Source: an optimization exercise on an open RTL-to-GDS flow (aim: small area). Production flows keep margins and buffers that such runs may drop.
In this exercise RTL edits were held to simulation tests only and were not proved equivalent to the original.
Power is estimated from default activity; no workload was simulated.

==> flow/run.sh <==
#!/bin/bash
# synth_recipe.tcl (not shown) runs the flow's synth.tcl, then flattens the netlist and writes it again
# the make line also repeats each setting of config.mk as NAME=value (left out here)
make -C /OpenROAD-flow-scripts/flow DESIGN_CONFIG=/design/flow/config.mk WORK_HOME=/design/flow/orfs CLKGATE_MAP_FILE= SYNTH_SCRIPT=/design/flow/synth_recipe.tcl finish
==> flow/config.mk <==
export PLATFORM = sky130hd
export DESIGN_NAME = iot_filter_param
export DESIGN_NICKNAME = iot_filter_param
export VERILOG_FILES = /design/flow/design.v
export SDC_FILE = /design/flow/constraint.sdc
export NUM_CORES = 4
export LEC_CHECK = 0
export ABC_AREA = 1
export CAP_MARGIN = 20
export CORE_MARGIN = 2
export CORE_UTILIZATION = 40
export PLACE_DENSITY = 0.6
export SLEW_MARGIN = 20
==> flow/constraint.sdc <==
create_clock -name core_clock -period 11.0 [get_ports {clk}]
set_input_delay 2.2000 -clock core_clock [delete_from_list [all_inputs] [get_ports {clk}]]
set_output_delay 2.2000 -clock core_clock [all_outputs]
set_load 0.01 [all_outputs]
==> flow/design.v <==
module iot_filter_param #(
    parameter int IN_W  = 8,
    parameter int BEATS = 16,
    parameter int WORDS = 8
) (
    input  logic                     clk,
    input  logic                     rst,
    input  logic                     in_en,
    input  logic [IN_W-1:0]          iot_in,
    input  logic [2:0]               fn_sel,
    input  logic [IN_W*BEATS-1:0]    lo_bound,
    input  logic [IN_W*BEATS-1:0]    hi_bound,
    output logic                     busy,
    output logic                     valid,
    output logic [IN_W*BEATS-1:0]    iot_out
);
    localparam int WORD_W = IN_W * BEATS;
    localparam int LOG2W  = $clog2(WORDS);
    localparam int BCW    = $clog2(BEATS);
    logic              busy_r;
    logic              valid_r;
    logic [BCW-1:0]    beat_cnt;
    logic [LOG2W-1:0]  word_cnt;
    logic [2:0]        fn;
    logic              peak_vld;
    logic              fold_r;
    logic              chg;
    logic              ag, al, bg, bl;
    logic [WORD_W-1:0] acc;
    logic [LOG2W-1:0]  ext;
    logic [WORD_W-1:0] lo;
    logic [WORD_W-1:0] hi;
    logic [BEATS-1:1]  cy;
    logic              accept, rs, beat0;
    logic [2:0]        fn_e;
    logic              fold_now, fold_e;
    logic              is_max, is_min, is_avg, is_ext, is_rnd, force_b;
    logic [IN_W-1:0]   lo_b, hi_b, at, bt;
    logic              ag0, al0, bg0, bl0, eqa, eqb;
    logic              ag_n, al_n, bg_n, bl_n;
    logic              take;
    logic [IN_W:0]     sum;
    logic [IN_W-1:0]   nbyte;
    assign accept   = in_en && !busy_r;
    assign beat0    = (beat_cnt == '0);
    assign rs       = beat0 && (word_cnt == '0);
    assign fold_now = peak_vld && (fn_sel == fn);
    assign fn_e     = rs ? fn_sel : fn;
    assign fold_e   = rs ? fold_now : fold_r;
    assign is_max   = (fn_e == 3'd1) || (fn_e == 3'd6);
    assign is_min   = (fn_e == 3'd2) || (fn_e == 3'd7);
    assign is_avg   = (fn_e == 3'd3);
    assign is_ext   = (fn_e[2:1] == 2'b10);
    assign is_rnd   = is_max || is_min || is_avg;
    assign force_b  = is_rnd && !fold_e && (word_cnt == '0);
    assign lo_b = rs ? lo_bound[WORD_W-1 -: IN_W] : lo[WORD_W-1-IN_W*beat_cnt -: IN_W];
    assign hi_b = rs ? hi_bound[WORD_W-1 -: IN_W] : hi[WORD_W-1-IN_W*beat_cnt -: IN_W];
    assign at   = is_ext ? lo_b : acc[WORD_W-1 -: IN_W];
    assign bt   = hi_b;
    assign ag0  = !beat0 && ag;
    assign al0  = !beat0 && al;
    assign bg0  = !beat0 && bg;
    assign bl0  = !beat0 && bl;
    assign eqa  = !ag0 && !al0;
    assign eqb  = !bg0 && !bl0;
    assign ag_n = ag0 || (eqa && (iot_in > at));
    assign al_n = al0 || (eqa && (iot_in < at));
    assign bg_n = bg0 || (eqb && (iot_in > bt));
    assign bl_n = bl0 || (eqb && (iot_in < bt));
    assign take  = !is_rnd || force_b || (is_max && ag_n) || (is_min && al_n);
    assign sum   = (force_b ? {IN_W{1'b0}} : at) + iot_in + (!force_b && cy[BEATS-1]);
    assign nbyte = is_avg ? sum[IN_W-1:0] : (take ? iot_in : at);
    always_ff @(posedge clk) begin
        if (rst) begin
            busy_r   <= 1'b0;
            valid_r  <= 1'b0;
            beat_cnt <= '0;
            word_cnt <= '0;
            peak_vld <= 1'b0;
        end else begin
            busy_r  <= accept && (beat_cnt == BCW'(BEATS - 1));
            valid_r <= 1'b0;
            if (accept) begin
                beat_cnt <= beat_cnt + 1'b1;
                if (rs && fn_sel != fn) peak_vld <= 1'b0;
            end
            if (busy_r) begin
                word_cnt <= word_cnt + 1'b1;
                if (fn == 3'd4)
                    valid_r <= ag && bl;
                else if (fn == 3'd5)
                    valid_r <= al || bg;
                else if (word_cnt == LOG2W'(WORDS - 1) && fn != 3'd0)
                    valid_r <= chg;
                if (word_cnt == LOG2W'(WORDS - 1) && fn[2:1] == 2'b11)
                    peak_vld <= 1'b1;
            end
        end
    end
    always_ff @(posedge clk) begin
        if (accept) begin
            ag  <= ag_n;
            al  <= al_n;
            bg  <= bg_n;
            bl  <= bl_n;
            chg <= (rs ? !fold_now : chg) || (is_max && ag_n) || (is_min && al_n);
            acc <= {acc[WORD_W-IN_W-1:0], nbyte};
            cy  <= {cy[BEATS-2:1], !beat0 && sum[IN_W]};
            if (beat0)
                ext <= (force_b ? '0 : ext) + sum[IN_W];
            if (rs) begin
                fn     <= fn_sel;
                fold_r <= fold_now;
                lo     <= lo_bound;
                hi     <= hi_bound;
            end
        end
    end
    logic [BEATS:0]          bc;
    logic [WORD_W+LOG2W-1:0] tot;
    assign bc[0] = 1'b0;
    for (genvar k = 0; k < BEATS; k++) begin : g_res
        logic [IN_W-1:0] a;
        logic [IN_W:0]   t;
        logic            inj;
        assign a    = acc[k*IN_W +: IN_W];
        assign inj  = (k == 0) ? 1'b0 : cy[k];
        assign t[1] = (a[0] & inj) | (bc[k] & (a[0] | inj));
        assign tot[k*IN_W] = a[0] ^ inj ^ bc[k];
        for (genvar m = 1; m < IN_W; m++) begin : g_bit
            assign t[m+1] = t[m] & a[m];
            assign tot[k*IN_W+m] = a[m] ^ t[m];
        end
        assign bc[k+1] = t[IN_W];
    end
    assign tot[WORD_W +: LOG2W] = ext + bc[BEATS];
    assign busy    = busy_r;
    assign valid   = valid_r;
    assign iot_out = !valid_r ? '0 : (fn == 3'd3) ? tot[WORD_W+LOG2W-1:LOG2W] : acc;
endmodule
==> flow_summary.json <==
{
  "rrSetupSlack_ns": 5.34,
  "yosys_warnings": 1,
  "drive_above_1_share_pct": 18.0,
  "hold_path.class": "flop to flop",
  "rsz0062_at_grt": "yes",
  "cp.required_ns": 8.80,
  "io_buffers": 399,
  "fin_crit_ns": 25.48,
  "violatedChecks": "setup timing",
  "cts_max_level": 2,
  "nFillCells": 4224,
  "nets": 2756,
  "crit_path_end_kind": "primary output",
  "startpoint_type": "flop",
  "setup_viol": 83,
  "arrival_ns": 23.28,
  "clockBufferDepth": 3,
  "coreArea_um2": 50200,
  "clock_skew_ns": 0.0298,
  "vias": 15493,
  "critPathLaunch": "acc[8]$_DFFE_PP_",
  "r2r_end": "ext[2]$_DFFE_PP_",
  "drc": 0,
  "start_util_pct": 40.5,
  "slew_headroom_pct": 34.1,
  "setup_ws_ns": -14.48,
  "dieArea_um2": 52600,
  "crit_fanout": 2,
  "routed_wirelength_um": 60400,
  "synth_cell_types": 41,
  "drt_iter0_markers": 1405,
  "fmax_mhz": 39.2,
  "drv_cap": 0,
  "rows": 82,
  "post_cts_buffers": 0,
  "slowest_stage": "edfxtp_1",
  "hold_start": "acc[2]$_DFFE_PP_",
  "die_w_um": 229,
  "ys_seq_elements": 421,
  "wl_per_cell_um": 19.8,
  "syn_avg_cell_area_um2": 10.9,
  "numCtsBuffers": 47,
  "fin_crit_sh_pct": 232,
  "synth_area_um2": 20300,
  "yosysSeqAreaShare_pct": 61.7,
  "power_mw": 4.34,
  "antenna_found_initial": 17,
  "cts_tree": "done",
  "final_common_cell": "edfxtp_1",
  "rr_worst_depth": 30,
  "power_leakage_nw": 10.8,
  "tightest_slew_ns": 0.989,
  "placedCellCount": 2953,
  "cpPeakStageDelay_ns": 0.40,
  "slew_violations": 0,
  "place_congestion": 0.854,
  "clk_root_buffer_cell": "clkbuf_16",
  "final_cell_mix": "edfxtp_1, nor2_1, clkdlybuf4s50_1, nand2_1, o21ai_0",
  "first_global_vias": 15495,
  "io_pins": 400,
  "cts.sinks": 421,
  "hold_viol_final": 0,
  "worstHoldPathCells": 0,
  "dp_hpwl_um": 43100,
  "first_pass_iters": 5,
  "viasPerCell": 5.08,
  "syn-num-nets": 2297,
  "syn_inst": 1873,
  "holdPathEnd": "acc[10]$_DFFE_PP_",
  "p_per_area_nw_per_um2": 153,
  "vdd_drop_max_mv": 0.118,
  "path_common_cell": "ha_4",
  "synthToLayoutAreaGrowth_pct": 39.3,
  "die_height_um": 229,
  "grt_max_degree": 219,
  "overflow": 0,
  "clock_latency_ns": 0.60,
  "path_class": "flop to primary output",
  "status": "failed layout checks",
  "path_clk_slew_ns": 0.06,
  "grt_use_total_pct": 22.7,
  "final_antenna_net_count": 0,
  "final_cells": 3047,
  "grt_pass1_wl_um": 91500,
  "reg2reg_from": "beat_cnt[0]$_SDFFE_PP0P_"
}
-- registers in the layout (all words and copies together), names as in the netlist, 3 cells and up --
signal	flops
acc	128
hi	128
lo	128
cy	15
beat_cnt	4
ext	3
fn	3
word_cnt	3
-- critical path, delay by kind of cell, from the launching register on --
family / cells / cell delay (ns)
buf+inv: 1 / 0.14
xor+xnor: 1 / 0.14
fa+ha+maj: 122 / 21.66
compound gates: 2 / 0.20
flops: 1 / 0.40
-- where the power goes --
group	total (mW)	leakage [nW]	internal, mW	switching [mW]
Sequential	1.97	4.01	1.90	0.0663
Combinational	0.676	5.97	0.273	0.402
Clock	1.70	0.809	1.03	0.671
Total	4.34	10.8	3.20	1.14
-- cell type report --
cell class | instances | area (um^2) | area share (%)
Timing Repair Buffer | 502 | 4420 | 15.6
Multi-Input combinational cell | 1271 | 8480 | 29.9
Clock inverter | 33 | 487 | 1.72
Sequential cell | 421 | 12500 | 44.3
Antenna cell | 7 | 17.5 | 0.0618
Inverter | 89 | 343 | 1.21
Clock buffer | 52 | 1190 | 4.22
Tap cell | 672 | 841 | 2.97
-- layer usage --
metal / global-route usage, % / share of wire, % / vias up / wire, um
met5: 0 / 0.24 / - / 145
met4: 5.95 / 1.9 / 20 / 1150
met1: 30.1 / 42 / 7419 / 25700
met3: 5.20 / 7.1 / 84 / 4290
met2: 37.7 / 48 / 504 / 29200
li1: - / - / 7466 / -
-- synthesized netlist by cell type, drive strengths merged --
cell     number  share of area, %
nor3b         3              0.11
nand4        13              0.40
clkbuf       56               1.0
o211ai       35               1.3
dfxtp        10              0.98
xor2          3              0.20
inv          89               1.7
a21oi        43               1.1
buf          36              0.96
a211oi        3              0.11
fa           16               1.6
o21ai       197               4.9
nor3          2             0.049
nor2        388               7.4
nor4          4              0.12
nand3        94               2.4
ha          138               8.5
o2111ai       7              0.30
a22oi         1             0.037
xnor2         2             0.086
nand2       317               6.0
a31oi         1             0.031
o21bai        1             0.037
a221oi        1             0.043
edfxtp      411                61
nand3b        1             0.037
or2           1             0.031
-- worst max path at each step --
stage,end,slack (ns)
after floorplan,iot_out[127],-13.36
after global placement,iot_out[127],-14.20
after detailed placement,iot_out[127],-14.44
after CTS,iot_out[127],-14.62
after global routing,iot_out[127],-15.04
final,iot_out[127],-14.48
-- repair_timing --
| item | CTS | global route |
|---|---|---|
| endpoints found under the setup margin | 86 | 87 |
| pin swaps | 86 | 14 |
| hold buffers | 0 | 0 |
| gates resized for setup | 337 | 14 |
-- logic make-up (layout without fill, tap and decap cells) --
logic type	after synthesis	after routing	synth area share, %
AO/OA/AOI/OAI	289	289	7.76
adder cells (fa/ha/maj)	154	154	10.1
other	0	7	0
XOR/XNOR	5	5	0.289
AND/OR/NAND/NOR	823	823	16.5
buffers and inverters	181	676	3.66
flip-flops	421	421	61.7
-- stage by stage --
step / setup WS [ns] / setup TNS [ns] / cell area [um^2] / hold slack, ns / utilization, %
after floorplan: -13.36 / -536.56 / 21700 / 0.427 / -
after global placement: -14.20 / -592.49 / 26900 / 0.456 / 53.7
after detailed placement: -14.44 / -608.95 / 27000 / 0.465 / 53.7
after CTS: -14.62 / -622.59 / 28200 / 0.480 / 56.3
after global routing: -15.04 / -648.67 / 28300 / 0.498 / 56.4
final: -14.48 / -614.84 / 28300 / 0.472 / 56.5

separate check: timing with driven ports:
In the flow no input, the clock included, has a driving cell. The finished layout below was timed again as built, in two steps.
Step 1: set_driving_cell puts a clkbuf_16 on clk and a buf_2 on each other input, an assumption about the parent block.
Step 2 adds t to the input delays and takes it off the output delays; t is the mean of the earliest and latest rising clock arrival at the registers after step 1. Input paths then give back, and output paths get back, about the clock's delay inside the block.
a / b / c = ideal / step 1 / step 2; a / b = the first two.
t, ns: 0.645
slack for setup (ns): -14.485 / -14.547 / -13.902
worst setup path after step 2: register to output
The setup slack of this run moves by -0.062 ns with the drivers and by +0.583 ns with both steps.
